Background: an optimization exercise with open tools, aiming at small area, a short achievable clock period and few clock cycles per item. Do not read the settings as production practice.
At most, simulation tests tie the RTL to the original design; equivalence was not proved.
The RTL of runs 1 and 2 was laid out without a check of its function.
Power figures rest on the tool's default switching activity, not on a simulated workload.

`config.mk`:
```
export PLATFORM = sky130hd
export DESIGN_NAME = conv_top
export DESIGN_NICKNAME = conv_top
export VERILOG_FILES = /design/flow/design.v
export SDC_FILE = /design/flow/constraint.sdc
export NUM_CORES = 8
export LEC_CHECK = 0
export CAP_MARGIN = 20
export CORE_MARGIN = 2
export CORE_UTILIZATION = 65
export SETUP_SLACK_MARGIN = 5
export SLEW_MARGIN = 20
```
`constraint.sdc`:
```
create_clock -name core_clock -period 11.0 [get_ports {clk}]
set_input_delay 2.2000 -clock core_clock [delete_from_list [all_inputs] [get_ports {clk}]]
set_output_delay 2.2000 -clock core_clock [all_outputs]
set_load 0.01 [all_outputs]
```
`design.v`:
```
`default_nettype none
package cnn_pkg;
	localparam int PIX_W = 8;
	localparam int WGT_W = 4;
	localparam int N_CH = 4;
	localparam int PATCH = 4;
	localparam int KSIZE = 3;
	localparam int N_POS = 4;
	localparam int FEAT_W = 8;
	localparam int FEAT_MAX = 127;
	localparam int ACC_DEFAULT = 20;
	localparam int ADDR_W = 6;
	localparam logic [ADDR_W-1:0] REG_PIX_BASE = ADDR_W'(0);
	localparam logic [ADDR_W-1:0] REG_WGT_BASE = ADDR_W'(16);
	localparam logic [ADDR_W-1:0] REG_BIAS = ADDR_W'(28);
	localparam logic [ADDR_W-1:0] REG_CMD = ADDR_W'(29);
	localparam logic [ADDR_W-1:0] REG_STATUS = ADDR_W'(30);
	localparam logic [ADDR_W-1:0] REG_FEAT = ADDR_W'(31);
	localparam logic [ADDR_W-1:0] REG_MAX = ADDR_W'(32);
	typedef enum logic [1:0] {
		CMD_NOP = 2'd0,
		CMD_START = 2'd1,
		CMD_CLEAR = 2'd2
	} cmd_e;
	typedef enum logic [2:0] {
		S_IDLE,
		S_WINDOW,
		S_MAC,
		S_QUANT,
		S_POOL,
		S_DONE
	} run_state_e;
endpackage
`default_nettype wire
`default_nettype none
module kernel_mac (
	input  logic [8:0]  a0, a1, a2,
	input  logic [4:0]  b0, b1, b2,
	input  logic [17:0] s_i,
	input  logic [17:0] c_i,
	output logic [17:0] s_o,
	output logic [17:0] c_o
);
	logic t0, t1, t2, t3, t4, t5, t6, t7, t8, t9, t10, t11, t12, t13, t14, t15;
	logic t16, t17, t18, t19, t20, t21, t22, t23, t24, t25, t26, t27, t28, t29, t30, t31;
	logic t32, t33, t34, t35, t36, t37, t38, t39, t40, t41, t42, t43, t44, t45, t46, t47;
	logic t48, t49, t50, t51, t52, t53, t54, t55, t56, t57, t58, t59, t60, t61, t62, t63;
	logic t64, t65, t66, t67, t68, t69, t70, t71, t72, t73, t74, t75, t76, t77, t78, t79;
	logic t80, t81, t82, t83, t84, t85, t86, t87, t88, t89, t90, t91, t92, t93, t94, t95;
	logic t96, t97, t98, t99, t100, t101, t102, t103, t104, t105, t106, t107, t108, t109, t110, t111;
	logic t112, t113, t114, t115, t116, t117, t118, t119, t120, t121, t122, t123, t124, t125, t126, t127;
	logic t128, t129, t130, t131, t132, t133, t134, t135, t136, t137, t138, t139, t140, t141, t142, t143;
	logic t144, t145, t146, t147, t148, t149, t150, t151, t152, t153, t154, t155, t156, t157, t158, t159;
	logic t160, t161, t162, t163, t164, t165, t166, t167, t168, t169, t170, t171, t172, t173, t174, t175;
	logic t176, t177, t178, t179, t180, t181, t182, t183, t184, t185, t186, t187, t188, t189, t190, t191;
	logic t192, t193, t194, t195, t196, t197, t198, t199, t200, t201, t202, t203, t204, t205, t206, t207;
	logic t208, t209, t210, t211, t212, t213, t214, t215, t216, t217, t218, t219, t220, t221, t222, t223;
	logic t224, t225, t226, t227, t228, t229, t230, t231, t232, t233, t234, t235, t236, t237, t238, t239;
	logic t240, t241, t242, t243, t244, t245, t246, t247, t248, t249, t250, t251, t252, t253, t254, t255;
	logic t256, t257, t258, t259, t260, t261, t262, t263, t264, t265, t266, t267, t268, t269, t270, t271;
	logic t272, t273, t274, t275, t276, t277, t278, t279, t280, t281, t282, t283, t284, t285, t286, t287;
	logic t288, t289, t290, t291, t292, t293, t294, t295, t296, t297, t298, t299, t300, t301, t302, t303;
	logic t304, t305, t306, t307, t308, t309;
	assign t0 = (a0[3] & b0[0]) ^ (a0[2] & b0[1]);
	assign t1 = (a0[3] & b0[0]) & (a0[2] & b0[1]);
	assign t2 = (a0[4] & b0[0]) ^ (a0[3] & b0[1]) ^ (a0[2] & b0[2]);
	assign t3 = ((a0[4] & b0[0]) & (a0[3] & b0[1])) | ((a0[2] & b0[2]) & ((a0[4] & b0[0]) ^ (a0[3] & b0[1])));
	assign t4 = (a0[1] & b0[3]) ^ ~(a0[0] & b0[4]) ^ (a1[4] & b1[0]);
	assign t5 = ((a0[1] & b0[3]) & ~(a0[0] & b0[4])) | ((a1[4] & b1[0]) & ((a0[1] & b0[3]) ^ ~(a0[0] & b0[4])));
	assign t6 = (a1[3] & b1[1]) ^ (a1[2] & b1[2]) ^ (a1[1] & b1[3]);
	assign t7 = ((a1[3] & b1[1]) & (a1[2] & b1[2])) | ((a1[1] & b1[3]) & ((a1[3] & b1[1]) ^ (a1[2] & b1[2])));
	assign t8 = (a0[5] & b0[0]) ^ (a0[4] & b0[1]) ^ (a0[3] & b0[2]);
	assign t9 = ((a0[5] & b0[0]) & (a0[4] & b0[1])) | ((a0[3] & b0[2]) & ((a0[5] & b0[0]) ^ (a0[4] & b0[1])));
	assign t10 = (a0[2] & b0[3]) ^ ~(a0[1] & b0[4]) ^ (a1[5] & b1[0]);
	assign t11 = ((a0[2] & b0[3]) & ~(a0[1] & b0[4])) | ((a1[5] & b1[0]) & ((a0[2] & b0[3]) ^ ~(a0[1] & b0[4])));
	assign t12 = (a1[4] & b1[1]) ^ (a1[3] & b1[2]) ^ (a1[2] & b1[3]);
	assign t13 = ((a1[4] & b1[1]) & (a1[3] & b1[2])) | ((a1[2] & b1[3]) & ((a1[4] & b1[1]) ^ (a1[3] & b1[2])));
	assign t14 = ~(a1[1] & b1[4]) ^ (a2[5] & b2[0]) ^ (a2[4] & b2[1]);
	assign t15 = (~(a1[1] & b1[4]) & (a2[5] & b2[0])) | ((a2[4] & b2[1]) & (~(a1[1] & b1[4]) ^ (a2[5] & b2[0])));
	assign t16 = (a0[6] & b0[0]) ^ (a0[5] & b0[1]) ^ (a0[4] & b0[2]);
	assign t17 = ((a0[6] & b0[0]) & (a0[5] & b0[1])) | ((a0[4] & b0[2]) & ((a0[6] & b0[0]) ^ (a0[5] & b0[1])));
	assign t18 = (a0[3] & b0[3]) ^ ~(a0[2] & b0[4]) ^ (a1[6] & b1[0]);
	assign t19 = ((a0[3] & b0[3]) & ~(a0[2] & b0[4])) | ((a1[6] & b1[0]) & ((a0[3] & b0[3]) ^ ~(a0[2] & b0[4])));
	assign t20 = (a1[5] & b1[1]) ^ (a1[4] & b1[2]) ^ (a1[3] & b1[3]);
	assign t21 = ((a1[5] & b1[1]) & (a1[4] & b1[2])) | ((a1[3] & b1[3]) & ((a1[5] & b1[1]) ^ (a1[4] & b1[2])));
	assign t22 = ~(a1[2] & b1[4]) ^ (a2[6] & b2[0]) ^ (a2[5] & b2[1]);
	assign t23 = (~(a1[2] & b1[4]) & (a2[6] & b2[0])) | ((a2[5] & b2[1]) & (~(a1[2] & b1[4]) ^ (a2[6] & b2[0])));
	assign t24 = (a0[7] & b0[0]) ^ (a0[6] & b0[1]) ^ (a0[5] & b0[2]);
	assign t25 = ((a0[7] & b0[0]) & (a0[6] & b0[1])) | ((a0[5] & b0[2]) & ((a0[7] & b0[0]) ^ (a0[6] & b0[1])));
	assign t26 = (a0[4] & b0[3]) ^ ~(a0[3] & b0[4]) ^ (a1[7] & b1[0]);
	assign t27 = ((a0[4] & b0[3]) & ~(a0[3] & b0[4])) | ((a1[7] & b1[0]) & ((a0[4] & b0[3]) ^ ~(a0[3] & b0[4])));
	assign t28 = (a1[6] & b1[1]) ^ (a1[5] & b1[2]) ^ (a1[4] & b1[3]);
	assign t29 = ((a1[6] & b1[1]) & (a1[5] & b1[2])) | ((a1[4] & b1[3]) & ((a1[6] & b1[1]) ^ (a1[5] & b1[2])));
	assign t30 = ~(a1[3] & b1[4]) ^ (a2[7] & b2[0]) ^ (a2[6] & b2[1]);
	assign t31 = (~(a1[3] & b1[4]) & (a2[7] & b2[0])) | ((a2[6] & b2[1]) & (~(a1[3] & b1[4]) ^ (a2[7] & b2[0])));
	assign t32 = ~(a0[8] & b0[0]) ^ (a0[7] & b0[1]) ^ (a0[6] & b0[2]);
	assign t33 = (~(a0[8] & b0[0]) & (a0[7] & b0[1])) | ((a0[6] & b0[2]) & (~(a0[8] & b0[0]) ^ (a0[7] & b0[1])));
	assign t34 = (a0[5] & b0[3]) ^ ~(a0[4] & b0[4]) ^ ~(a1[8] & b1[0]);
	assign t35 = ((a0[5] & b0[3]) & ~(a0[4] & b0[4])) | (~(a1[8] & b1[0]) & ((a0[5] & b0[3]) ^ ~(a0[4] & b0[4])));
	assign t36 = (a1[7] & b1[1]) ^ (a1[6] & b1[2]) ^ (a1[5] & b1[3]);
	assign t37 = ((a1[7] & b1[1]) & (a1[6] & b1[2])) | ((a1[5] & b1[3]) & ((a1[7] & b1[1]) ^ (a1[6] & b1[2])));
	assign t38 = ~(a1[4] & b1[4]) ^ ~(a2[8] & b2[0]) ^ (a2[7] & b2[1]);
	assign t39 = (~(a1[4] & b1[4]) & ~(a2[8] & b2[0])) | ((a2[7] & b2[1]) & (~(a1[4] & b1[4]) ^ ~(a2[8] & b2[0])));
	assign t40 = (a2[6] & b2[2]) ^ (a2[5] & b2[3]);
	assign t41 = (a2[6] & b2[2]) & (a2[5] & b2[3]);
	assign t42 = ~(a0[8] & b0[1]) ^ (a0[7] & b0[2]) ^ (a0[6] & b0[3]);
	assign t43 = (~(a0[8] & b0[1]) & (a0[7] & b0[2])) | ((a0[6] & b0[3]) & (~(a0[8] & b0[1]) ^ (a0[7] & b0[2])));
	assign t44 = ~(a0[5] & b0[4]) ^ ~(a1[8] & b1[1]) ^ (a1[7] & b1[2]);
	assign t45 = (~(a0[5] & b0[4]) & ~(a1[8] & b1[1])) | ((a1[7] & b1[2]) & (~(a0[5] & b0[4]) ^ ~(a1[8] & b1[1])));
	assign t46 = (a1[6] & b1[3]) ^ ~(a1[5] & b1[4]) ^ ~(a2[8] & b2[1]);
	assign t47 = ((a1[6] & b1[3]) & ~(a1[5] & b1[4])) | (~(a2[8] & b2[1]) & ((a1[6] & b1[3]) ^ ~(a1[5] & b1[4])));
	assign t48 = (a2[7] & b2[2]) ^ (a2[6] & b2[3]);
	assign t49 = (a2[7] & b2[2]) & (a2[6] & b2[3]);
	assign t50 = ~(a0[8] & b0[2]) ^ (a0[7] & b0[3]) ^ ~(a0[6] & b0[4]);
	assign t51 = (~(a0[8] & b0[2]) & (a0[7] & b0[3])) | (~(a0[6] & b0[4]) & (~(a0[8] & b0[2]) ^ (a0[7] & b0[3])));
	assign t52 = (a0[2] & b0[0]) ^ (a0[1] & b0[1]) ^ (a0[0] & b0[2]);
	assign t53 = ((a0[2] & b0[0]) & (a0[1] & b0[1])) | ((a0[0] & b0[2]) & ((a0[2] & b0[0]) ^ (a0[1] & b0[1])));
	assign t54 = (a0[1] & b0[2]) ^ (a0[0] & b0[3]) ^ (a1[3] & b1[0]);
	assign t55 = ((a0[1] & b0[2]) & (a0[0] & b0[3])) | ((a1[3] & b1[0]) & ((a0[1] & b0[2]) ^ (a0[0] & b0[3])));
	assign t56 = (a1[2] & b1[1]) ^ (a1[1] & b1[2]) ^ (a1[0] & b1[3]);
	assign t57 = ((a1[2] & b1[1]) & (a1[1] & b1[2])) | ((a1[0] & b1[3]) & ((a1[2] & b1[1]) ^ (a1[1] & b1[2])));
	assign t58 = (a2[3] & b2[0]) ^ (a2[2] & b2[1]);
	assign t59 = (a2[3] & b2[0]) & (a2[2] & b2[1]);
	assign t60 = ~(a1[0] & b1[4]) ^ (a2[4] & b2[0]) ^ (a2[3] & b2[1]);
	assign t61 = (~(a1[0] & b1[4]) & (a2[4] & b2[0])) | ((a2[3] & b2[1]) & (~(a1[0] & b1[4]) ^ (a2[4] & b2[0])));
	assign t62 = (a2[2] & b2[2]) ^ (a2[1] & b2[3]) ^ ~(a2[0] & b2[4]);
	assign t63 = ((a2[2] & b2[2]) & (a2[1] & b2[3])) | (~(a2[0] & b2[4]) & ((a2[2] & b2[2]) ^ (a2[1] & b2[3])));
	assign t64 = s_i[4] ^ c_i[4] ^ 1'b1;
	assign t65 = (s_i[4] & c_i[4]) | (1'b1 & (s_i[4] ^ c_i[4]));
	assign t66 = t1 ^ t2;
	assign t67 = t1 & t2;
	assign t68 = (a2[3] & b2[2]) ^ (a2[2] & b2[3]) ^ ~(a2[1] & b2[4]);
	assign t69 = ((a2[3] & b2[2]) & (a2[2] & b2[3])) | (~(a2[1] & b2[4]) & ((a2[3] & b2[2]) ^ (a2[2] & b2[3])));
	assign t70 = s_i[5] ^ c_i[5] ^ 1'b1;
	assign t71 = (s_i[5] & c_i[5]) | (1'b1 & (s_i[5] ^ c_i[5]));
	assign t72 = t3 ^ t5 ^ t7;
	assign t73 = (t3 & t5) | (t7 & (t3 ^ t5));
	assign t74 = t8 ^ t10 ^ t12;
	assign t75 = (t8 & t10) | (t12 & (t8 ^ t10));
	assign t76 = (a2[4] & b2[2]) ^ (a2[3] & b2[3]) ^ ~(a2[2] & b2[4]);
	assign t77 = ((a2[4] & b2[2]) & (a2[3] & b2[3])) | (~(a2[2] & b2[4]) & ((a2[4] & b2[2]) ^ (a2[3] & b2[3])));
	assign t78 = s_i[6] ^ c_i[6] ^ t9;
	assign t79 = (s_i[6] & c_i[6]) | (t9 & (s_i[6] ^ c_i[6]));
	assign t80 = t11 ^ t13 ^ t15;
	assign t81 = (t11 & t13) | (t15 & (t11 ^ t13));
	assign t82 = t16 ^ t18 ^ t20;
	assign t83 = (t16 & t18) | (t20 & (t16 ^ t18));
	assign t84 = (a2[5] & b2[2]) ^ (a2[4] & b2[3]) ^ ~(a2[3] & b2[4]);
	assign t85 = ((a2[5] & b2[2]) & (a2[4] & b2[3])) | (~(a2[3] & b2[4]) & ((a2[5] & b2[2]) ^ (a2[4] & b2[3])));
	assign t86 = s_i[7] ^ c_i[7] ^ t17;
	assign t87 = (s_i[7] & c_i[7]) | (t17 & (s_i[7] ^ c_i[7]));
	assign t88 = t19 ^ t21 ^ t23;
	assign t89 = (t19 & t21) | (t23 & (t19 ^ t21));
	assign t90 = t24 ^ t26 ^ t28;
	assign t91 = (t24 & t26) | (t28 & (t24 ^ t26));
	assign t92 = ~(a2[4] & b2[4]) ^ s_i[8] ^ c_i[8];
	assign t93 = (~(a2[4] & b2[4]) & s_i[8]) | (c_i[8] & (~(a2[4] & b2[4]) ^ s_i[8]));
	assign t94 = 1'b1 ^ t25 ^ t27;
	assign t95 = (1'b1 & t25) | (t27 & (1'b1 ^ t25));
	assign t96 = t29 ^ t31 ^ t32;
	assign t97 = (t29 & t31) | (t32 & (t29 ^ t31));
	assign t98 = t34 ^ t36 ^ t38;
	assign t99 = (t34 & t36) | (t38 & (t34 ^ t36));
	assign t100 = ~(a2[5] & b2[4]) ^ s_i[9] ^ c_i[9];
	assign t101 = (~(a2[5] & b2[4]) & s_i[9]) | (c_i[9] & (~(a2[5] & b2[4]) ^ s_i[9]));
	assign t102 = 1'b1 ^ t33 ^ t35;
	assign t103 = (1'b1 & t33) | (t35 & (1'b1 ^ t33));
	assign t104 = t37 ^ t39 ^ t41;
	assign t105 = (t37 & t39) | (t41 & (t37 ^ t39));
	assign t106 = t42 ^ t44 ^ t46;
	assign t107 = (t42 & t44) | (t46 & (t42 ^ t44));
	assign t108 = ~(a1[8] & b1[2]) ^ (a1[7] & b1[3]) ^ ~(a1[6] & b1[4]);
	assign t109 = (~(a1[8] & b1[2]) & (a1[7] & b1[3])) | (~(a1[6] & b1[4]) & (~(a1[8] & b1[2]) ^ (a1[7] & b1[3])));
	assign t110 = ~(a2[8] & b2[2]) ^ (a2[7] & b2[3]) ^ ~(a2[6] & b2[4]);
	assign t111 = (~(a2[8] & b2[2]) & (a2[7] & b2[3])) | (~(a2[6] & b2[4]) & (~(a2[8] & b2[2]) ^ (a2[7] & b2[3])));
	assign t112 = s_i[10] ^ c_i[10] ^ t43;
	assign t113 = (s_i[10] & c_i[10]) | (t43 & (s_i[10] ^ c_i[10]));
	assign t114 = t45 ^ t47 ^ t49;
	assign t115 = (t45 & t47) | (t49 & (t45 ^ t47));
	assign t116 = ~(a0[8] & b0[3]) ^ ~(a0[7] & b0[4]) ^ ~(a1[8] & b1[3]);
	assign t117 = (~(a0[8] & b0[3]) & ~(a0[7] & b0[4])) | (~(a1[8] & b1[3]) & (~(a0[8] & b0[3]) ^ ~(a0[7] & b0[4])));
	assign t118 = ~(a1[7] & b1[4]) ^ ~(a2[8] & b2[3]) ^ ~(a2[7] & b2[4]);
	assign t119 = (~(a1[7] & b1[4]) & ~(a2[8] & b2[3])) | (~(a2[7] & b2[4]) & (~(a1[7] & b1[4]) ^ ~(a2[8] & b2[3])));
	assign t120 = (a0[1] & b0[0]) ^ (a0[0] & b0[1]) ^ (a1[1] & b1[0]);
	assign t121 = ((a0[1] & b0[0]) & (a0[0] & b0[1])) | ((a1[1] & b1[0]) & ((a0[1] & b0[0]) ^ (a0[0] & b0[1])));
	assign t122 = (a1[2] & b1[0]) ^ (a1[1] & b1[1]) ^ (a1[0] & b1[2]);
	assign t123 = ((a1[2] & b1[0]) & (a1[1] & b1[1])) | ((a1[0] & b1[2]) & ((a1[2] & b1[0]) ^ (a1[1] & b1[1])));
	assign t124 = (a2[2] & b2[0]) ^ (a2[1] & b2[1]) ^ (a2[0] & b2[2]);
	assign t125 = ((a2[2] & b2[0]) & (a2[1] & b2[1])) | ((a2[0] & b2[2]) & ((a2[2] & b2[0]) ^ (a2[1] & b2[1])));
	assign t126 = (a2[1] & b2[2]) ^ (a2[0] & b2[3]) ^ s_i[3];
	assign t127 = ((a2[1] & b2[2]) & (a2[0] & b2[3])) | (s_i[3] & ((a2[1] & b2[2]) ^ (a2[0] & b2[3])));
	assign t128 = c_i[3] ^ t0 ^ t53;
	assign t129 = (c_i[3] & t0) | (t53 & (c_i[3] ^ t0));
	assign t130 = t54 ^ t56;
	assign t131 = t54 & t56;
	assign t132 = t4 ^ t6 ^ t55;
	assign t133 = (t4 & t6) | (t55 & (t4 ^ t6));
	assign t134 = t57 ^ t59 ^ t60;
	assign t135 = (t57 & t59) | (t60 & (t57 ^ t59));
	assign t136 = t62 ^ t64 ^ t66;
	assign t137 = (t62 & t64) | (t66 & (t62 ^ t64));
	assign t138 = t14 ^ t61 ^ t63;
	assign t139 = (t14 & t61) | (t63 & (t14 ^ t61));
	assign t140 = t65 ^ t67 ^ t68;
	assign t141 = (t65 & t67) | (t68 & (t65 ^ t67));
	assign t142 = t70 ^ t72 ^ t74;
	assign t143 = (t70 & t72) | (t74 & (t70 ^ t72));
	assign t144 = t22 ^ t69 ^ t71;
	assign t145 = (t22 & t69) | (t71 & (t22 ^ t69));
	assign t146 = t73 ^ t75 ^ t76;
	assign t147 = (t73 & t75) | (t76 & (t73 ^ t75));
	assign t148 = t78 ^ t80 ^ t82;
	assign t149 = (t78 & t80) | (t82 & (t78 ^ t80));
	assign t150 = t30 ^ t77 ^ t79;
	assign t151 = (t30 & t77) | (t79 & (t30 ^ t77));
	assign t152 = t81 ^ t83 ^ t84;
	assign t153 = (t81 & t83) | (t84 & (t81 ^ t83));
	assign t154 = t86 ^ t88 ^ t90;
	assign t155 = (t86 & t88) | (t90 & (t86 ^ t88));
	assign t156 = t40 ^ t85 ^ t87;
	assign t157 = (t40 & t85) | (t87 & (t40 ^ t85));
	assign t158 = t89 ^ t91 ^ t92;
	assign t159 = (t89 & t91) | (t92 & (t89 ^ t91));
	assign t160 = t94 ^ t96 ^ t98;
	assign t161 = (t94 & t96) | (t98 & (t94 ^ t96));
	assign t162 = t48 ^ t93 ^ t95;
	assign t163 = (t48 & t93) | (t95 & (t48 ^ t93));
	assign t164 = t97 ^ t99 ^ t100;
	assign t165 = (t97 & t99) | (t100 & (t97 ^ t99));
	assign t166 = t102 ^ t104 ^ t106;
	assign t167 = (t102 & t104) | (t106 & (t102 ^ t104));
	assign t168 = t50 ^ t101 ^ t103;
	assign t169 = (t50 & t101) | (t103 & (t50 ^ t101));
	assign t170 = t105 ^ t107 ^ t108;
	assign t171 = (t105 & t107) | (t108 & (t105 ^ t107));
	assign t172 = t110 ^ t112 ^ t114;
	assign t173 = (t110 & t112) | (t114 & (t110 ^ t112));
	assign t174 = s_i[11] ^ c_i[11] ^ t51;
	assign t175 = (s_i[11] & c_i[11]) | (t51 & (s_i[11] ^ c_i[11]));
	assign t176 = t109 ^ t111 ^ t113;
	assign t177 = (t109 & t111) | (t113 & (t109 ^ t111));
	assign t178 = t115 ^ t116 ^ t118;
	assign t179 = (t115 & t116) | (t118 & (t115 ^ t116));
	assign t180 = (a0[8] & b0[4]) ^ (a1[8] & b1[4]) ^ (a2[8] & b2[4]);
	assign t181 = ((a0[8] & b0[4]) & (a1[8] & b1[4])) | ((a2[8] & b2[4]) & ((a0[8] & b0[4]) ^ (a1[8] & b1[4])));
	assign t182 = s_i[12] ^ c_i[12] ^ t117;
	assign t183 = (s_i[12] & c_i[12]) | (t117 & (s_i[12] ^ c_i[12]));
	assign t184 = (a0[0] & b0[0]) ^ (a1[0] & b1[0]);
	assign t185 = (a0[0] & b0[0]) & (a1[0] & b1[0]);
	assign t186 = (a1[0] & b1[1]) ^ (a2[1] & b2[0]) ^ (a2[0] & b2[1]);
	assign t187 = ((a1[0] & b1[1]) & (a2[1] & b2[0])) | ((a2[0] & b2[1]) & ((a1[0] & b1[1]) ^ (a2[1] & b2[0])));
	assign t188 = s_i[1] ^ c_i[1];
	assign t189 = s_i[1] & c_i[1];
	assign t190 = s_i[2] ^ c_i[2] ^ t52;
	assign t191 = (s_i[2] & c_i[2]) | (t52 & (s_i[2] ^ c_i[2]));
	assign t192 = t121 ^ t122 ^ t124;
	assign t193 = (t121 & t122) | (t124 & (t121 ^ t122));
	assign t194 = t58 ^ t123 ^ t125;
	assign t195 = (t58 & t123) | (t125 & (t58 ^ t123));
	assign t196 = t126 ^ t128 ^ t130;
	assign t197 = (t126 & t128) | (t130 & (t126 ^ t128));
	assign t198 = t127 ^ t129 ^ t131;
	assign t199 = (t127 & t129) | (t131 & (t127 ^ t129));
	assign t200 = t132 ^ t134 ^ t136;
	assign t201 = (t132 & t134) | (t136 & (t132 ^ t134));
	assign t202 = t133 ^ t135 ^ t137;
	assign t203 = (t133 & t135) | (t137 & (t133 ^ t135));
	assign t204 = t138 ^ t140 ^ t142;
	assign t205 = (t138 & t140) | (t142 & (t138 ^ t140));
	assign t206 = t139 ^ t141 ^ t143;
	assign t207 = (t139 & t141) | (t143 & (t139 ^ t141));
	assign t208 = t144 ^ t146 ^ t148;
	assign t209 = (t144 & t146) | (t148 & (t144 ^ t146));
	assign t210 = t145 ^ t147 ^ t149;
	assign t211 = (t145 & t147) | (t149 & (t145 ^ t147));
	assign t212 = t150 ^ t152 ^ t154;
	assign t213 = (t150 & t152) | (t154 & (t150 ^ t152));
	assign t214 = t151 ^ t153 ^ t155;
	assign t215 = (t151 & t153) | (t155 & (t151 ^ t153));
	assign t216 = t156 ^ t158 ^ t160;
	assign t217 = (t156 & t158) | (t160 & (t156 ^ t158));
	assign t218 = t157 ^ t159 ^ t161;
	assign t219 = (t157 & t159) | (t161 & (t157 ^ t159));
	assign t220 = t162 ^ t164 ^ t166;
	assign t221 = (t162 & t164) | (t166 & (t162 ^ t164));
	assign t222 = t163 ^ t165 ^ t167;
	assign t223 = (t163 & t165) | (t167 & (t163 ^ t165));
	assign t224 = t168 ^ t170 ^ t172;
	assign t225 = (t168 & t170) | (t172 & (t168 ^ t170));
	assign t226 = t169 ^ t171 ^ t173;
	assign t227 = (t169 & t171) | (t173 & (t169 ^ t171));
	assign t228 = t174 ^ t176 ^ t178;
	assign t229 = (t174 & t176) | (t178 & (t174 ^ t176));
	assign t230 = t119 ^ t175 ^ t177;
	assign t231 = (t119 & t175) | (t177 & (t119 ^ t175));
	assign t232 = t179 ^ t180 ^ t182;
	assign t233 = (t179 & t180) | (t182 & (t179 ^ t180));
	assign t234 = s_i[13] ^ c_i[13] ^ 1'b1;
	assign t235 = (s_i[13] & c_i[13]) | (1'b1 & (s_i[13] ^ c_i[13]));
	assign t236 = t181 ^ t183;
	assign t237 = t181 & t183;
	assign t238 = (a2[0] & b2[0]) ^ s_i[0];
	assign t239 = (a2[0] & b2[0]) & s_i[0];
	assign t240 = t120 ^ t185 ^ t186;
	assign t241 = (t120 & t185) | (t186 & (t120 ^ t185));
	assign t242 = t187 ^ t189 ^ t190;
	assign t243 = (t187 & t189) | (t190 & (t187 ^ t189));
	assign t244 = t191 ^ t193 ^ t194;
	assign t245 = (t191 & t193) | (t194 & (t191 ^ t193));
	assign t246 = t195 ^ t197 ^ t198;
	assign t247 = (t195 & t197) | (t198 & (t195 ^ t197));
	assign t248 = t199 ^ t201 ^ t202;
	assign t249 = (t199 & t201) | (t202 & (t199 ^ t201));
	assign t250 = t203 ^ t205 ^ t206;
	assign t251 = (t203 & t205) | (t206 & (t203 ^ t205));
	assign t252 = t207 ^ t209 ^ t210;
	assign t253 = (t207 & t209) | (t210 & (t207 ^ t209));
	assign t254 = t211 ^ t213 ^ t214;
	assign t255 = (t211 & t213) | (t214 & (t211 ^ t213));
	assign t256 = t215 ^ t217 ^ t218;
	assign t257 = (t215 & t217) | (t218 & (t215 ^ t217));
	assign t258 = t219 ^ t221 ^ t222;
	assign t259 = (t219 & t221) | (t222 & (t219 ^ t221));
	assign t260 = t223 ^ t225 ^ t226;
	assign t261 = (t223 & t225) | (t226 & (t223 ^ t225));
	assign t262 = t227 ^ t229 ^ t230;
	assign t263 = (t227 & t229) | (t230 & (t227 ^ t229));
	assign t264 = t231 ^ t233 ^ t234;
	assign t265 = (t231 & t233) | (t234 & (t231 ^ t233));
	assign t266 = s_i[14] ^ c_i[14] ^ t235;
	assign t267 = (s_i[14] & c_i[14]) | (t235 & (s_i[14] ^ c_i[14]));
	assign t268 = s_i[15] ^ c_i[15];
	assign t269 = s_i[15] & c_i[15];
	assign t270 = s_i[16] ^ c_i[16];
	assign t271 = s_i[16] & c_i[16];
	assign t272 = s_i[17] ^ c_i[17];
	assign t273 = s_i[17] & c_i[17];
	assign t274 = c_i[0] ^ t184;
	assign t275 = c_i[0] & t184;
	assign t276 = t188 ^ t239 ^ t240;
	assign t277 = (t188 & t239) | (t240 & (t188 ^ t239));
	assign t278 = t192 ^ t241 ^ t242;
	assign t279 = (t192 & t241) | (t242 & (t192 ^ t241));
	assign t280 = t196 ^ t243 ^ t244;
	assign t281 = (t196 & t243) | (t244 & (t196 ^ t243));
	assign t282 = t200 ^ t245 ^ t246;
	assign t283 = (t200 & t245) | (t246 & (t200 ^ t245));
	assign t284 = t204 ^ t247 ^ t248;
	assign t285 = (t204 & t247) | (t248 & (t204 ^ t247));
	assign t286 = t208 ^ t249 ^ t250;
	assign t287 = (t208 & t249) | (t250 & (t208 ^ t249));
	assign t288 = t212 ^ t251 ^ t252;
	assign t289 = (t212 & t251) | (t252 & (t212 ^ t251));
	assign t290 = t216 ^ t253 ^ t254;
	assign t291 = (t216 & t253) | (t254 & (t216 ^ t253));
	assign t292 = t220 ^ t255 ^ t256;
	assign t293 = (t220 & t255) | (t256 & (t220 ^ t255));
	assign t294 = t224 ^ t257 ^ t258;
	assign t295 = (t224 & t257) | (t258 & (t224 ^ t257));
	assign t296 = t228 ^ t259 ^ t260;
	assign t297 = (t228 & t259) | (t260 & (t228 ^ t259));
	assign t298 = t232 ^ t261 ^ t262;
	assign t299 = (t232 & t261) | (t262 & (t232 ^ t261));
	assign t300 = t236 ^ t263 ^ t264;
	assign t301 = (t236 & t263) | (t264 & (t236 ^ t263));
	assign t302 = t237 ^ t265 ^ t266;
	assign t303 = (t237 & t265) | (t266 & (t237 ^ t265));
	assign t304 = 1'b1 ^ t267 ^ t268;
	assign t305 = (1'b1 & t267) | (t268 & (1'b1 ^ t267));
	assign t306 = 1'b1 ^ t269 ^ t270;
	assign t307 = (1'b1 & t269) | (t270 & (1'b1 ^ t269));
	assign t308 = 1'b1 ^ t271 ^ t272;
	assign t309 = (1'b1 & t271) | (t272 & (1'b1 ^ t271));
	assign s_o = {t307, t305, t303, t301, t299, t297, t295, t293, t291, t289, t287, t285, t283, t281, t279, t277, t275, t238};
	assign c_o = {t308, t306, t304, t302, t300, t298, t296, t294, t292, t290, t288, t286, t284, t282, t280, t278, t276, t274};
endmodule
`default_nettype wire
`default_nettype none
module conv_top (
	input  logic        clk,
	input  logic        rst_n,
	input  logic        wb_cyc_i,
	input  logic        wb_stb_i,
	input  logic        wb_we_i,
	input  logic [5:0]  wb_adr_i,
	input  logic [31:0] wb_dat_i,
	output logic [31:0] wb_dat_o,
	output logic        wb_ack_o
);
	logic req, wr, pix_w, wgt_w, bias_w, cmd_w, start_cmd, clear_cmd;
	assign req = wb_cyc_i && wb_stb_i;
	assign wb_ack_o = req;
	assign wr = req && wb_we_i && rst_n;
	assign pix_w = wr && wb_adr_i[5:4] == 2'b00;
	assign wgt_w = wr && wb_adr_i >= 6'd16 && wb_adr_i <= 6'd27;
	assign bias_w = wr && wb_adr_i == 6'd28;
	assign cmd_w = wr && wb_adr_i == 6'd29 && wb_dat_i[31:2] == 30'd0;
	assign start_cmd = cmd_w && wb_dat_i[1:0] == 2'd1;
	assign clear_cmd = cmd_w && wb_dat_i[1:0] == 2'd2;
	logic [15:0] sp0, sp1;
	logic [11:0] sw0, sw1;
	always_comb begin
		sp0 = '0;
		sp1 = '0;
		sw0 = '0;
		sw1 = '0;
		for (int ch = 0; ch < 4; ch++) begin
			for (int r = 0; r < 4; r++) begin
				if (wb_adr_i == 6'(ch * 4 + r)) begin
					sp0[ch * 4 + r] = 1'b1;
					if (r < 3) sw0[ch * 3 + r] = 1'b1;
					if (r > 0) sw1[ch * 3 + r - 1] = 1'b1;
				end
			end
			for (int kr = 0; kr < 3; kr++) begin
				if (wb_adr_i == 6'(16 + ch * 3 + kr)) begin
					sp0[ch * 4 + kr] = 1'b1;
					sp1[ch * 4 + kr + 1] = 1'b1;
					sw0[ch * 3 + kr] = 1'b1;
				end
			end
		end
	end
	logic [31:0] pix [16];
	logic [15:0] pix_v;
	logic [11:0] wgt [12];
	logic [11:0] wgt_v;
	logic signed [3:0] bias;
	always_ff @(posedge clk) begin
		for (int i = 0; i < 16; i++)
			if (pix_w && sp0[i]) pix[i] <= wb_dat_i;
		for (int i = 0; i < 12; i++)
			if (wgt_w && sw0[i]) wgt[i] <= wb_dat_i[11:0];
	end
	always_ff @(posedge clk) begin
		if (!rst_n) begin
			pix_v <= '0;
			wgt_v <= '0;
			bias <= '0;
		end else begin
			for (int i = 0; i < 16; i++)
				if (pix_w && sp0[i]) pix_v[i] <= 1'b1;
			for (int i = 0; i < 12; i++)
				if (wgt_w && sw0[i]) wgt_v[i] <= 1'b1;
			if (bias_w) bias <= wb_dat_i[3:0];
		end
	end
	logic [31:0] prow0, prow1;
	logic [11:0] wrow0, wrow1;
	logic [8:0] a [2][4];
	logic [4:0] b [2][3];
	logic [8:0] a_q [2][4];
	logic [4:0] b_q [2][3];
	always_comb begin
		prow0 = '0;
		prow1 = '0;
		wrow0 = '0;
		wrow1 = '0;
		for (int i = 0; i < 16; i++) begin
			prow0 = prow0 | ({32{sp0[i] & pix_v[i]}} & pix[i]);
			prow1 = prow1 | ({32{sp1[i] & pix_v[i]}} & pix[i]);
		end
		for (int i = 0; i < 12; i++) begin
			wrow0 = wrow0 | ({12{sw0[i] & wgt_v[i]}} & wgt[i]);
			wrow1 = wrow1 | ({12{sw1[i] & wgt_v[i]}} & wgt[i]);
		end
		for (int x = 0; x < 4; x++) begin
			if (pix_w) begin
				a[0][x] = {1'b0, wb_dat_i[(3-x)*8 +: 8]} - {1'b0, prow0[(3-x)*8 +: 8]};
				a[1][x] = a[0][x];
			end else if (wgt_w) begin
				a[0][x] = {1'b0, prow0[(3-x)*8 +: 8]};
				a[1][x] = {1'b0, prow1[(3-x)*8 +: 8]};
			end else begin
				a[0][x] = '0;
				a[1][x] = '0;
			end
		end
		for (int c = 0; c < 3; c++) begin
			if (pix_w) begin
				b[0][c] = {wrow0[(2-c)*4+3], wrow0[(2-c)*4 +: 4]};
				b[1][c] = {wrow1[(2-c)*4+3], wrow1[(2-c)*4 +: 4]};
			end else if (wgt_w) begin
				b[0][c] = {wb_dat_i[(2-c)*4+3], wb_dat_i[(2-c)*4 +: 4]}
					- {wrow0[(2-c)*4+3], wrow0[(2-c)*4 +: 4]};
				b[1][c] = b[0][c];
			end else begin
				b[0][c] = '0;
				b[1][c] = '0;
			end
		end
	end
	always_ff @(posedge clk) begin
		for (int pr = 0; pr < 2; pr++) begin
			for (int x = 0; x < 4; x++) a_q[pr][x] <= a[pr][x];
			for (int c = 0; c < 3; c++) b_q[pr][c] <= b[pr][c];
		end
	end
	logic [17:0] acc_s [4];
	logic [17:0] acc_c [4];
	logic [17:0] nxt_s [4];
	logic [17:0] nxt_c [4];
	for (genvar p = 0; p < 4; p++) begin : g_pos
		kernel_mac u_mac (
			.a0(a_q[p/2][p%2]), .a1(a_q[p/2][p%2 + 1]), .a2(a_q[p/2][p%2 + 2]),
			.b0(b_q[p/2][0]), .b1(b_q[p/2][1]), .b2(b_q[p/2][2]),
			.s_i(acc_s[p]), .c_i(acc_c[p]), .s_o(nxt_s[p]), .c_o(nxt_c[p])
		);
	end
	always_ff @(posedge clk) begin
		if (!rst_n) begin
			for (int p = 0; p < 4; p++) begin
				acc_s[p] <= 18'd64;
				acc_c[p] <= 18'd0;
			end
		end else begin
			for (int p = 0; p < 4; p++) begin
				acc_s[p] <= nxt_s[p];
				acc_c[p] <= nxt_c[p];
			end
		end
	end
	logic go;
	logic done_q;
	logic [6:0] feat [4];
	logic [6:0] fmax;
	always_ff @(posedge clk) begin
		if (!rst_n) begin
			go <= 1'b0;
			done_q <= 1'b0;
		end else begin
			go <= start_cmd;
			if (start_cmd) done_q <= 1'b1;
			else if (clear_cmd) done_q <= 1'b0;
		end
	end
	always_ff @(posedge clk) begin
		if (!rst_n) begin
			for (int p = 0; p < 4; p++) feat[p] <= '0;
		end else if (go) begin
			for (int p = 0; p < 4; p++) begin
				logic [17:0] sum;
				logic signed [11:0] f;
				sum = acc_s[p] + acc_c[p];
				f = 12'($signed(sum[17:7])) + 12'(bias);
				feat[p] <= f[11] ? 7'd0 : (f >= 12'sd127 ? 7'd127 : f[6:0]);
			end
		end
	end
	always_comb begin
		logic [6:0] m01, m23;
		m01 = feat[0] > feat[1] ? feat[0] : feat[1];
		m23 = feat[2] > feat[3] ? feat[2] : feat[3];
		fmax = m01 > m23 ? m01 : m23;
	end
	always_comb begin
		case (wb_adr_i)
			6'd30: wb_dat_o = {30'd0, done_q, 1'b0};
			6'd31: wb_dat_o = {1'b0, feat[0], 1'b0, feat[1], 1'b0, feat[2], 1'b0, feat[3]};
			6'd32: wb_dat_o = {25'd0, fmax};
			default: wb_dat_o = '0;
		endcase
	end
endmodule
`default_nettype wire
```
`run.sh`:
```
#!/bin/bash
# synth_recipe.tcl (not shown) runs the flow's synth.tcl, then flattens the netlist and writes it again
# the make line also repeats each setting of config.mk as NAME=value (left out here)
make -C /OpenROAD-flow-scripts/flow DESIGN_CONFIG=/design/flow/config.mk WORK_HOME=/design/flow/orfs CLKGATE_MAP_FILE= SYNTH_SCRIPT=/design/flow/synth_recipe.tcl finish
```
==> metrics.md, run 1 <==
| Metric | Value |
|---|---|
| Hold_buf cts | `0` |
| Synth top area share | `0.329` |
| Fin crit period | `6.25 ns` |
| GRT Overall Usage | `0.431` |
| Flop-to-flop setup slack | `6.03 ns` |
| Setup WS pre-CTS | `3.46 ns` |
| Part of the cycle the worst path needs | `0.568` |
| Final setup fails | `0` |
| Cts bufs inserted | `100` |
| VDD IR max | `0.197 mV` |
| Async S/R FF share, synth | `0` |
| Mapped Cells | `5,276` |
| Cell total after placement | `6,394` |
| Final worst slack | `4.75 ns` |
| Final cell count without fillers | `6,657` |
| Number of global-route vias before repair | `44,600` |
| Final hold vios | `0` |
| Crit Path Max Fanout | `16` |
| Antenna Nets Post-Route | `0` |
| Initial DRC count | `7,174` |
| Pwr Density | `150 nW/um2` |
| Most frequent cell after synthesis | `edfxtp_1` |
| Pre-antenna DRT Iters | `11` |
| RSZ-0062 raised after global routing | `yes` |
| Largest net degree at the start of global routing | `99` |
| Initial core utilization | `0.654` |
| Main synth FF type | `edfxtp_1` |
| Share of layout cells above drive strength 1 | `0.0963` |
| Initial antenna violation count | `14` |
| Clock latency on the worst-skew pair | `0.72 ns` |
| Slew headroom | `0.144` |
| # DRC | `0` |
| Clock Path Buffers | `3` |
| H-tree levels | `3` |
| Via count | `45,200` |
| Startpoint Class | `primary input` |
| Post-synth EDFFs | `656` |
| LEAKAGE | `0.0264 uW` |
| Seq cells post-synth | `960` |
| Syn. warnings | `21` |
| Core Area | `91,400 um2` |
| Worst min path class | `reg -> reg` |
| Synth-to-Final Area Change | `11.8%` |
| Netlist Area Pre-Place | `59,800 um2` |
| Die Y | `307 um` |
| First-pass GRT wire length | `294,000 um` |
| CTS tree | `done` |
| Drt via density | `6.80` |
| Worst-margin pin slew | `1.28 ns` |
| CP required | `11.61 ns` |
| Setup Skew | `0.0543 ns` |
| Die width | `307 um` |
| Post-synthesis sequential area ratio | `0.431` |
| Max Freq | `160 MHz` |
| Grt ovf | `0` |
| Row cnt | `111` |
| Netlist cell types | `91` |
| Avg Synthesized Cell Area | `11.3 um2` |
| Worst setup EP type | `flip-flop` |
| GPL Wtd Cong | `0.987` |
| Critical Path AT | `6.86 ns` |
| Total Nets Final | `6,200` |
| Worst setup path class | `in -> reg` |
| Top cells by area, synth | `edfxtp_1 (33%), fa_1 (18%), dfxtp_1 (10%)` |
| HPWL Detailed | `132,000 um` |
| WL final | `202,000 um` |
| Max Slew Vio Count | `0` |
| # IOs | `76` |
| Root Buffer | `clkbuf_16` |
| Status | `no timing/DRC/antenna violations` |
| Port Buffers | `71` |
| Number of clock sinks | `960` |
| Setup TNS | `0 ns` |
| Wirelength per Cell | `30.3 um` |
| Die area | `94,400 um2` |
| Most common library cells after synthesis | `edfxtp_1 (656), inv_1 (647), fa_1 (547)` |
| Area leader, netlist | `edfxtp_1` |
| Clock Pin Slew Worst Setup and Hold Paths | `0.06 ns` |
| Max_cap viols | `0` |
==> per-stage QoR <==
| stage | total power [uW] | area (um2) | hold slack (ns) | util |
|---|---|---|---|---|
| after floorplan | 5930 | 59800 | 0.430 | - |
| after global placement | 6470 | 62100 | 0.444 | 0.679 |
| after detailed placement | 6550 | 62100 | 0.454 | 0.679 |
| after CTS | 10000 | 66400 | 0.471 | 0.726 |
| after global routing | 10600 | 66800 | 0.497 | 0.731 |
| final | 10000 | 66900 | 0.468 | 0.732 |
==> cells in the final DEF, fill, tap and decap left out, types with 20 or more instances in the layout <==
cell             synthesis  final
a211oi_1                49     44
a21o_1                  29     29
a21oi_1                 99     87
a221oi_1                32     32
a222oi_1               109    109
a22o_1                  48     48
a22oi_1                263    263
and2_1                 517    516
and3_1                  89     86
buf_4                   10    152
clkbuf_16                0    103
clkdlybuf4s50_1          0     36
clkinv_2                 0     20
dfxtp_1                304    286
dlygate4sd2_1            0     25
edfxtp_1               656    656
fa_1                   547    547
ha_1                   229    221
inv_1                  647    645
nand2_1                369    368
nand3_1                 92     92
nand4_1                 54     54
nor2_1                 226    198
nor2_4                   0     22
nor2b_1                 32     30
nor3_1                  46     41
o211ai_1                28     28
o21a_1                  28     27
o21ai_0                106     98
o22ai_1                 35     31
xnor2_1                 78     78
xor2_1                  23     21
==> power breakdown <==
| group | internal (uW) | switching (uW) | total (uW) |
|---|---|---|---|
| clock | 2000 | 1520 | 3520 |
| sequential | 3990 | 80.1 | 4070 |
| combinational | 1060 | 1380 | 2440 |
==> worst paths after layout <==
check / startpoint / end / cells after the start
hold reg to reg: pix_v[8] / pix_v[8] / 2
setup reg to reg: acc_s[3][1] / feat[3][2] / 19
setup / recovery: wb_adr_i[0] / b_q[4][4] / 10
hold / removal: pix_v[8] / pix_v[8] / 2
==> area by class of cell <==
class	instances	area (um2)
Clock inverter	62	686
Timing Repair Buffer	255	2410
Clock buffer	120	2700
Fill cell	6264	24500
Inverter	648	2430
Multi-Input combinational cell	3416	31300
Antenna cell	10	25.0
Tap cell	1186	1480
Sequential cell	960	25800
==> kinds of logic (layout without fill, tap and decap cells) <==
family	count (synthesis)	count (layout)	synth area share
flip-flops	960	960	0.431
buffers and inverters	907	1085	0.0584
multiplexers	26	26	0.00460
XOR/XNOR	101	101	0.0148
AND/OR/NAND/NOR	1560	1564	0.141
other	1	14	0.0000627
AO/OA/AOI/OAI	933	933	0.117
adder cells (fa/ha/maj)	788	788	0.233
==> what timing repair did <==
action                                  in CTS  in global routing
pin swaps                                   25                 21
cloned                                       9                  1
buffers inserted                            34                 26
endpoints found under the setup margin      69                 26
gates resized for setup                    185                 45
==> per-layer routing <==
| layer | share of wire | routed length [um] | vias up | track usage |
|---|---|---|---|---|
| met4 | 0.081 | 16300 | 16 | 0.277 |
| li1 | - | - | 18700 | - |
| met1 | 0.35 | 70500 | 22000 | 0.553 |
| met5 | 0.00057 | 115 | - | 0 |
| met2 | 0.42 | 85300 | 3605 | 0.625 |
| met3 | 0.15 | 29400 | 915 | 0.150 |
==> state kept, by name, indices dropped and copies added (netlist names) <==
signal,cells
a_q,68
acc_c,72
acc_s,72
b_q,30
bias,4
done_q,1
feat,28
go,1
pix,512
pix_v,16
wgt,144
wgt_v,12
==> worst max-delay path, cell delays in order <==
cell           delay (ns)
dlygate4sd2_1        0.34
bufbuf_16            0.35
nor2b_1              0.61
nor3b_1              1.05
and3_1               1.05
a22oi_1              0.20
and4_1               0.29
a21oi_1              0.43
inv_1                0.12
nand2_1              0.19
==> run 2, diff against run 1 <==
--- a/config.mk
+++ b/config.mk
@@ -9,3 +9,3 @@
 export CORE_MARGIN = 2
-export CORE_UTILIZATION = 65
+export CORE_UTILIZATION = 40
 export SETUP_SLACK_MARGIN = 5
==> metrics.md, run 2 <==
| Metric | Value |
|---|---|
| Slew headroom | `0.244` |
| Syn. warnings | `21` |
| Post-synth EDFFs | `656` |
| Setup TNS | `0 ns` |
| Commonest non-fill, non-tap cell in the layout | `edfxtp_1` |
| Die area | `153,000 um2` |
| Max_cap viols | `0` |
| First-pass GRT wire length | `298,000 um` |
| # IOs | `76` |
| Initial DRC count | `5,753` |
| Startpoint Class | `flip-flop` |
| Part of the cycle the worst path needs | `0.579` |
| Area leader, netlist | `edfxtp_1` |
| Util after Layout | `0.457` |
| Top cells by area, synth | `edfxtp_1 (33%), fa_1 (18%), dfxtp_1 (10%)` |
| Netlist cell types | `91` |
| Seq cells post-synth | `960` |
| Largest net degree at the start of global routing | `79` |
| H-tree levels | `3` |
| Most common library cells after synthesis | `edfxtp_1 (656), inv_1 (647), fa_1 (547)` |
| GPL Wtd Cong | `0.952` |
| CP cell instances | `inv_2, ha_4, a21oi_2, nor2b_1, o21ai_1, o21ai_2, o22ai_2, buf_6, mux2_4, ha_4, a21oi_2, nor2b_1, o21ai_1, o21ai_2, o22ai_2, buf_4, buf_6, nor2_2, a21oi_1, a22o_1, buf_2` |
| Grt ovf | `0` |
| Initial core utilization | `0.404` |
| Port Buffers | `71` |
| Pwr Density | `151 nW/um2` |
| Synth-to-Final Area Change | `13.2%` |
| Crit Path Max Fanout | `5` |
| Number of clock sinks | `960` |
| Max Freq | `157 MHz` |
| Global route hottest layer | `met2` |
| Clock Pin Slew Worst Setup and Hold Paths | `0.06 ns` |
| Pre-antenna DRT Iters | `9` |
| Synth top area share | `0.329` |
| Die width | `391 um` |
| Netlist Area Pre-Place | `59,800 um2` |
| Post-synthesis sequential area ratio | `0.431` |
| Register bank with the most flops | `pix` |
| Largest registers | `pix: 512 flops, wgt: 144 flops` |
| GRT Overall Usage | `0.265` |
| CP required | `8.80 ns` |
| M3 GR Usage | `0.0607` |
| Worst setup EP type | `output pin` |
| Root Buffer | `clkbuf_16` |
| Via count | `44,100` |
| Wirelength per Cell | `27.6 um` |
| Die Y | `391 um` |
| Row cnt | `141` |
| VDD IR max | `0.161 mV` |
| Fin crit period | `6.37 ns` |
| Most frequent cells in the layout | `edfxtp_1 (656), inv_1 (642), fa_1 (547), and2_1 (516), nand2_1 (367)` |
| Share of layout cells above drive strength 1 | `0.0967` |
| Initial antenna violation count | `15` |
| HPWL Detailed | `135,000 um` |
| Number of global-route vias before repair | `44,800` |
| GR Util met1 | `0.344` |
| Met2 Usage GRT | `0.417` |
| Final setup fails | `0` |
| Crit path max-delay cell type | `mux2_4` |
| CP peak stage delay | `0.38 ns` |
| Worst-margin pin slew | `1.12 ns` |
| Total Nets Final | `6,182` |
| Core Area | `148,000 um2` |
| Hold_buf cts | `0` |
| Async S/R FF share, synth | `0` |
| Drt via density | `5.97` |
| Critical Path AT | `4.17 ns` |
| Main synth FF type | `edfxtp_1` |
| Clock latency on the worst-skew pair | `0.79 ns` |
| Antenna Nets Post-Route | `0` |
| Cts bufs inserted | `102` |
| RSZ-0062 raised after global routing | `yes` |
| CTS tree | `done` |
| Final hold vios | `0` |
| Mapped Cells | `5,276` |
| Most frequent cell after synthesis | `edfxtp_1` |
| WL final | `204,000 um` |
| # DRC | `0` |
| Worst min path class | `reg -> reg` |
| Worst setup path class | `reg -> out` |
| LEAKAGE | `0.0263 uW` |
| Clock Path Buffers | `3` |
| Setup Skew | `0.0688 ns` |
| Avg Synthesized Cell Area | `11.3 um2` |
| Max reg flops | `512` |
| Max Slew Vio Count | `0` |
| Status | `no timing/DRC/antenna violations` |
| Tot Pwr | `10,200 uW` |
## run 2: cell counts after synthesis
No cell type changed its count.
## run 2: metal layers
layer,vias up,wire length (um),share of wire
li1,18600,-,-
met1,22000,78300,0.38
met2,2755,91700,0.45
met3,670,22100,0.11
met4,6,11400,0.056
met5,-,42,0.00021
## run 2: power by group
group / switching [uW] / internal, uW
Combinational: 1380 / 1060
Sequential: 82.4 / 3990
Clock: 1570 / 2110
## run 2: area by class of cell
type,instances,area (um2)
antenna,4,10.0
clock buffer,128,2770
clock inverter,63,781
fill,13400,80300
inverter,648,2430
multi-input combinational,3414,31200
sequential,960,25800
tap,1930,2410
timing repair buffer,237,2200
## run 2: stage by stage
step	instances	hold WS [ns]	cell area, um2	setup slack, ns
floorplan	5279	0.430	59800	5.01
finish	7384	0.462	67700	4.63
global placement	7133	0.446	62900	3.35
CTS	7372	0.470	67400	4.71
detailed placement	7133	0.455	63000	3.18
global route	7380	0.505	67700	4.49
## run 2: cells by family after synthesis
group                    synth area share
AND/OR/NAND/NOR                     0.141
other                           0.0000627
multiplexers                      0.00460
buffers and inverters              0.0584
AO/OA/AOI/OAI                       0.117
adder cells (fa/ha/maj)             0.233
XOR/XNOR                           0.0148
flip-flops                          0.431
## run 2: worst max-delay path, delay by kind of cell, from the launching register on
family,cells,cell delay (ns)
compound gates,10,1.48
buf+inv,5,0.62
fa+ha+maj,2,0.47
mux,1,0.38
flops,1,0.36
simple gates,3,0.14
## run 2: final timing paths
check / cells past startpoint / start / endpoint / slack, ns
worst max register to register: 19 / acc_s[3][1] / feat[3][4] / 5.73
worst min register to register: 2 / pix_v[4] / pix_v[4] / 0.46
worst min-delay path: 2 / pix_v[4] / pix_v[4] / 0.46
worst max-delay path: 21 / feat[1][4] / wb_dat_o[5] / 4.63
## run 2: repair_timing
action,4_1_cts,5_1_grt
gates cloned,9,0
pin swaps,22,21
setup endpoints to repair,71,33
gates resized for setup,185,45
buffers inserted,39,8
==> run 3, diff against run 2 <==
--- a/design.v
+++ b/design.v
@@ -389,6 +389,10 @@
 );
+	logic go, go2;
+	logic done_q;
 	logic req, wr, pix_w, wgt_w, bias_w, cmd_w, start_cmd, clear_cmd;
+	logic max_wait;
 	assign req = wb_cyc_i && wb_stb_i;
-	assign wb_ack_o = req;
+	assign wb_ack_o = req && !(max_wait && wb_adr_i == 6'd32);
 	assign wr = req && wb_we_i && rst_n;
+	assign max_wait = go || go2;
 	assign pix_w = wr && wb_adr_i[5:4] == 2'b00;
@@ -430,5 +434,5 @@
 		for (int i = 0; i < 16; i++)
-			if (pix_w && sp0[i]) pix[i] <= wb_dat_i;
+			if (wr && wb_adr_i == 6'(i)) pix[i] <= wb_dat_i;
 		for (int i = 0; i < 12; i++)
-			if (wgt_w && sw0[i]) wgt[i] <= wb_dat_i[11:0];
+			if (wr && wb_adr_i == 6'(16 + i)) wgt[i] <= wb_dat_i[11:0];
 	end
@@ -441,5 +445,5 @@
 			for (int i = 0; i < 16; i++)
-				if (pix_w && sp0[i]) pix_v[i] <= 1'b1;
+				if (wr && wb_adr_i == 6'(i)) pix_v[i] <= 1'b1;
 			for (int i = 0; i < 12; i++)
-				if (wgt_w && sw0[i]) wgt_v[i] <= 1'b1;
+				if (wr && wb_adr_i == 6'(16 + i)) wgt_v[i] <= 1'b1;
 			if (bias_w) bias <= wb_dat_i[3:0];
@@ -449,6 +453,5 @@
 	logic [11:0] wrow0, wrow1;
-	logic [8:0] a [2][4];
-	logic [4:0] b [2][3];
-	logic [8:0] a_q [2][4];
-	logic [4:0] b_q [2][3];
+	logic        q_pix, q_wgt;
+	logic [31:0] x0_q, x1_q;
+	logic [11:0] y0_q, y1_q;
 	always_comb begin
@@ -466,12 +469,28 @@
 		end
+	end
+	always_ff @(posedge clk) begin
+		if (!rst_n) begin
+			q_pix <= 1'b0;
+			q_wgt <= 1'b0;
+		end else begin
+			q_pix <= pix_w;
+			q_wgt <= wgt_w;
+		end
+	end
+	always_ff @(posedge clk) begin
+		x0_q <= pix_w ? wb_dat_i : prow0;
+		x1_q <= pix_w ? prow0 : prow1;
+		y0_q <= pix_w ? wrow0 : wb_dat_i[11:0];
+		y1_q <= pix_w ? wrow1 : wrow0;
+	end
+	logic [8:0] a [2][4];
+	logic [4:0] b [2][3];
+	always_comb begin
 		for (int x = 0; x < 4; x++) begin
-			if (pix_w) begin
-				a[0][x] = {1'b0, wb_dat_i[(3-x)*8 +: 8]} - {1'b0, prow0[(3-x)*8 +: 8]};
+			if (q_pix) begin
+				a[0][x] = {1'b0, x0_q[(3-x)*8 +: 8]} - {1'b0, x1_q[(3-x)*8 +: 8]};
 				a[1][x] = a[0][x];
-			end else if (wgt_w) begin
-				a[0][x] = {1'b0, prow0[(3-x)*8 +: 8]};
-				a[1][x] = {1'b0, prow1[(3-x)*8 +: 8]};
 			end else begin
-				a[0][x] = '0;
-				a[1][x] = '0;
+				a[0][x] = {1'b0, x0_q[(3-x)*8 +: 8]};
+				a[1][x] = {1'b0, x1_q[(3-x)*8 +: 8]};
 			end
@@ -479,8 +498,8 @@
 		for (int c = 0; c < 3; c++) begin
-			if (pix_w) begin
-				b[0][c] = {wrow0[(2-c)*4+3], wrow0[(2-c)*4 +: 4]};
-				b[1][c] = {wrow1[(2-c)*4+3], wrow1[(2-c)*4 +: 4]};
-			end else if (wgt_w) begin
-				b[0][c] = {wb_dat_i[(2-c)*4+3], wb_dat_i[(2-c)*4 +: 4]}
-					- {wrow0[(2-c)*4+3], wrow0[(2-c)*4 +: 4]};
+			if (q_pix) begin
+				b[0][c] = {y0_q[(2-c)*4+3], y0_q[(2-c)*4 +: 4]};
+				b[1][c] = {y1_q[(2-c)*4+3], y1_q[(2-c)*4 +: 4]};
+			end else if (q_wgt) begin
+				b[0][c] = {y0_q[(2-c)*4+3], y0_q[(2-c)*4 +: 4]}
+					- {y1_q[(2-c)*4+3], y1_q[(2-c)*4 +: 4]};
 				b[1][c] = b[0][c];
@@ -492,8 +511,2 @@
 	end
-	always_ff @(posedge clk) begin
-		for (int pr = 0; pr < 2; pr++) begin
-			for (int x = 0; x < 4; x++) a_q[pr][x] <= a[pr][x];
-			for (int c = 0; c < 3; c++) b_q[pr][c] <= b[pr][c];
-		end
-	end
 	logic [17:0] acc_s [4];
@@ -504,4 +517,4 @@
 		kernel_mac u_mac (
-			.a0(a_q[p/2][p%2]), .a1(a_q[p/2][p%2 + 1]), .a2(a_q[p/2][p%2 + 2]),
-			.b0(b_q[p/2][0]), .b1(b_q[p/2][1]), .b2(b_q[p/2][2]),
+			.a0(a[p/2][p%2]), .a1(a[p/2][p%2 + 1]), .a2(a[p/2][p%2 + 2]),
+			.b0(b[p/2][0]), .b1(b[p/2][1]), .b2(b[p/2][2]),
 			.s_i(acc_s[p]), .c_i(acc_c[p]), .s_o(nxt_s[p]), .c_o(nxt_c[p])
@@ -522,4 +535,2 @@
 	end
-	logic go;
-	logic done_q;
 	logic [6:0] feat [4];
@@ -536,2 +547,21 @@
 	end
+	logic [6:0] fc [4];
+	logic [6:0] fm;
+	always_comb begin
+		logic ge [4][4];
+		for (int p = 0; p < 4; p++) begin
+			logic [17:0] sum;
+			logic [10:0] f;
+			sum = acc_s[p] + acc_c[p] + {{7{bias[3]}}, bias, 7'd0};
+			f = sum[17:7];
+			fc[p] = f[10] ? 7'd0 : (f[9:7] != 3'd0 ? 7'd127 : f[6:0]);
+		end
+		for (int i = 0; i < 4; i++)
+			for (int j = 0; j < 4; j++)
+				ge[i][j] = feat[i] >= feat[j];
+		if (ge[0][1] && ge[0][2] && ge[0][3]) fm = feat[0];
+		else if (ge[1][2] && ge[1][3]) fm = feat[1];
+		else if (ge[2][3]) fm = feat[2];
+		else fm = feat[3];
+	end
 	always_ff @(posedge clk) begin
@@ -539,18 +569,12 @@
 			for (int p = 0; p < 4; p++) feat[p] <= '0;
-		end else if (go) begin
-			for (int p = 0; p < 4; p++) begin
-				logic [17:0] sum;
-				logic signed [11:0] f;
-				sum = acc_s[p] + acc_c[p];
-				f = 12'($signed(sum[17:7])) + 12'(bias);
-				feat[p] <= f[11] ? 7'd0 : (f >= 12'sd127 ? 7'd127 : f[6:0]);
+			fmax <= '0;
+			go2 <= 1'b0;
+		end else begin
+			if (go) begin
+				for (int p = 0; p < 4; p++) feat[p] <= fc[p];
 			end
+			if (go2) fmax <= fm;
+			go2 <= go;
 		end
 	end
-	always_comb begin
-		logic [6:0] m01, m23;
-		m01 = feat[0] > feat[1] ? feat[0] : feat[1];
-		m23 = feat[2] > feat[3] ? feat[2] : feat[3];
-		fmax = m01 > m23 ? m01 : m23;
-	end
 	always_comb begin
--- a/config.mk
+++ b/config.mk
@@ -9,3 +9,3 @@
 export CORE_MARGIN = 2
-export CORE_UTILIZATION = 40
+export CORE_UTILIZATION = 65
 export SETUP_SLACK_MARGIN = 5
==> metrics.md, run 3 <==
| Metric | Value |
|---|---|
| Wirelength per Cell | `28.3 um` |
| Slew headroom | `0.165` |
| Part of the cycle the worst path needs | `0.544` |
| # IOs | `76` |
| Die width | `307 um` |
| Largest registers | `pix: 512 flops, wgt: 144 flops` |
| # DRC | `0` |
| Clock Pin Slew Worst Setup and Hold Paths | `0.06 ns` |
| Fin crit period | `5.99 ns` |
| Cts bufs inserted | `100` |
| Util after Layout | `0.724` |
| Setup TNS | `0 ns` |
| Die area | `94,400 um2` |
| Worst setup EP type | `output pin` |
| Worst hold endpoint | `pix_v[8]` |
| Commonest non-fill, non-tap cell in the layout | `inv_1` |
| Total Nets Final | `6,173` |
| VDD IR max | `0.167 mV` |
| RSZ-0062 raised after global routing | `yes` |
| Netlist cell types | `91` |
| Grt ovf | `0` |
| Most common library cells after synthesis | `inv_1 (666), edfxtp_1 (656), fa_1 (579)` |
| Hold Startpoint | `pix_v[8]` |
| Number of clock sinks | `960` |
| Area leader, netlist | `edfxtp_1` |
| Final setup fails | `0` |
| Flop-to-flop setup slack | `5.19 ns` |
| Max_cap viols | `0` |
| Netlist Area Pre-Place | `59,800 um2` |
| Worst reg-to-reg path cell count | `20` |
| Hold path depth | `1` |
| GRT Overall Usage | `0.395` |
| GPL Wtd Cong | `0.977` |
| Most frequent cell after synthesis | `inv_1` |
| Synth top area share | `0.329` |
| Syn. warnings | `21` |
| Worst setup path class | `in -> out` |
| WL final | `186,000 um` |
| Pre-antenna DRT Iters | `10` |
| Post-synth EDFFs | `656` |
| Worst-margin pin slew | `1.25 ns` |
| Most frequent cells in the layout | `inv_1 (665), edfxtp_1 (656), fa_1 (576), nor2_1 (438), a22oi_1 (359)` |
| Critical Path AT | `3.79 ns` |
| H-tree levels | `3` |
| HPWL Detailed | `120,000 um` |
| Antenna Nets Post-Route | `0` |
| Initial core utilization | `0.654` |
| CP required | `8.80 ns` |
| Register bank with the most flops | `pix` |
| Via count | `43,500` |
| Async S/R FF share, synth | `0` |
| Mapped Cells | `5,209` |
| Startpoint Class | `primary input` |
| Synth-to-Final Area Change | `10.6%` |
| Root Buffer | `clkbuf_16` |
| Max Freq | `167 MHz` |
| Hold_buf cts | `0` |
| Avg Synthesized Cell Area | `11.5 um2` |
| Port Buffers | `71` |
| LEAKAGE | `0.0254 uW` |
| Status | `no timing/DRC/antenna violations` |
| Main synth FF type | `edfxtp_1` |
| Share of layout cells above drive strength 1 | `0.107` |
| Row cnt | `111` |
| CTS tree | `done` |
| Number of global-route vias before repair | `43,800` |
| Initial antenna violation count | `10` |
| Reg2reg end | `acc_c[1][10]` |
| Max reg flops | `512` |
| R2R Path Start | `x1_q[17]` |
| Max Slew Vio Count | `0` |
| Post-synthesis sequential area ratio | `0.431` |
| Die Y | `307 um` |
| Drt via density | `6.62` |
| Crit Path Max Fanout | `23` |
| Clock latency on the worst-skew pair | `0.72 ns` |
| Pwr Density | `148 nW/um2` |
| Largest net degree at the start of global routing | `99` |
| Tot Pwr | `9760 uW` |
| First-pass GRT wire length | `274,000 um` |
| Top cells by area, synth | `edfxtp_1 (33%), fa_1 (19%), dfxtp_1 (10%)` |
| Core Area | `91,400 um2` |
| Initial DRC count | `5,783` |
| Filler cell count | `6,595` |
| Setup crit start | `wb_adr_i[5]` |
| Clock Path Buffers | `3` |
| Seq cells post-synth | `960` |
| Worst min path class | `reg -> reg` |
| Setup Skew | `0.0327 ns` |
| Final hold vios | `0` |
## run 3: cell types whose count changed in the layout (fill, tap and decap cells not counted), moves of 66 or more
cell      before  now
and2_1       516  147
nor2_1       195  438
nand2_1      367  208
a22oi_1      263  359
or2_2          8   84
a221oi_1      31  106
nand3_1       92   26
## run 3: worst max-delay path by stage
stage / endpoint / slack [ns] / depth (start not counted)
final: wb_dat_o[24] / 5.01 / 6
after global routing: wb_dat_o[24] / 4.96 / 6
after CTS: wb_dat_o[0] / 5.00 / 10
after detailed placement: wb_dat_o[1] / 3.25 / 7
after global placement: wb_dat_o[1] / 3.36 / 7
after floorplan: pix[7][0] / 4.54 / 3
## run 3: stage by stage
step | instances | hold slack, ns | area, um2 | setup WS [ns]
5_1_grt | 6574 | 0.470 | 66200 | 4.96
4_1_cts | 6543 | 0.451 | 65700 | 5.00
6_report | 6574 | 0.452 | 66200 | 5.01
3_3_place_gp | 6350 | 0.427 | 62100 | 3.36
2_1_floorplan | 5212 | 0.418 | 59800 | 4.54
3_5_place_dp | 6351 | 0.434 | 62200 | 3.25
## run 3: layout make-up
class | instances | area (um2) | share of cell area
Antenna cell | 3 | 7.51 | 0.000113
Clock buffer | 128 | 2740 | 0.0414
Clock inverter | 57 | 658 | 0.00995
Inverter | 667 | 2500 | 0.0378
Multi-Input combinational cell | 3336 | 30900 | 0.467
Sequential cell | 960 | 25800 | 0.390
Tap cell | 1186 | 1480 | 0.0224
Timing Repair Buffer | 237 | 2090 | 0.0315
## run 3: what timing repair did
| action | CTS | global route |
|---|---|---|
| gates resized for setup | 61 | 55 |
| setup buffers | 6 | 23 |
| endpoints found under the setup margin | 65 | 80 |
| pin swaps | 3 | 14 |
| gates cloned | 1 | 4 |
| hold endpoints to repair | 0 | 0 |
## run 3: where the power goes
part           internal (uW)  switching, uW
Clock                   2010           1480
Sequential              4010            114
Combinational            944           1210
Total                   6950           2810
## run 3: worst max-delay path: stages
cell,delay (ns)
clkbuf_4,0.23
nor2b_4,0.19
nand3_1,0.12
buf_6,0.20
nor3_1,0.25
clkdlybuf4s50_1,0.57
## run 3: kinds of logic after synthesis
logic type | count (synthesis) | share of synthesized area
xor+xnor | 48 | 0.00703
buf+inv | 919 | 0.0608
flops | 960 | 0.431
other cells | 1 | 0.0000627
fa+ha+maj | 828 | 0.246
simple gates | 1306 | 0.109
compound gates | 1084 | 0.135
mux | 63 | 0.0115
## run 3: per-layer routing
metal / vias up / GRT usage / part of all wire
met5: - / 0 / 0.00037
met1: 21400 / 0.501 / 0.36
met3: 670 / 0.103 / 0.12
met4: 10 / 0.196 / 0.057
met2: 2969 / 0.634 / 0.46
li1: 18500 / - / -
Testbench counts of run 3, summed over its fixed seeds: cycles 11,761, jobs 512.

==> static timing again, ports no longer ideal <==
Ports are ideal in the flow. The routed layouts listed here were re-timed in OpenROAD.
Step 1 assumes that a clkbuf_16 drives the clock port and a buf_2 every other input.
Step 2 times the ports against the registers' clock, not the clock port: input delays grow and output delays shrink by t, the midpoint of the rising clock arrivals with the driver on.
Slacks: ideal / step 1 / step 2; pairs: ideal / step 1.
| run | t, ns | slack for setup (ns) | clock arrival spread, ns |
|---|---|---|---|
| run 1 | 0.769 | 4.755 / 4.724 / 4.019 | 0.058 / 0.058 |
| run 2 | 0.833 | 4.628 / 4.546 / 4.393 | 0.069 / 0.068 |
| run 3 | 0.782 | 5.012 / 4.937 / 4.937 | 0.033 / 0.033 |
After both steps setup and hold are still met in every run listed. For run 1, which loses most, drivers alone change the setup slack by -0.031 ns; drivers and shift together by -0.736 ns.
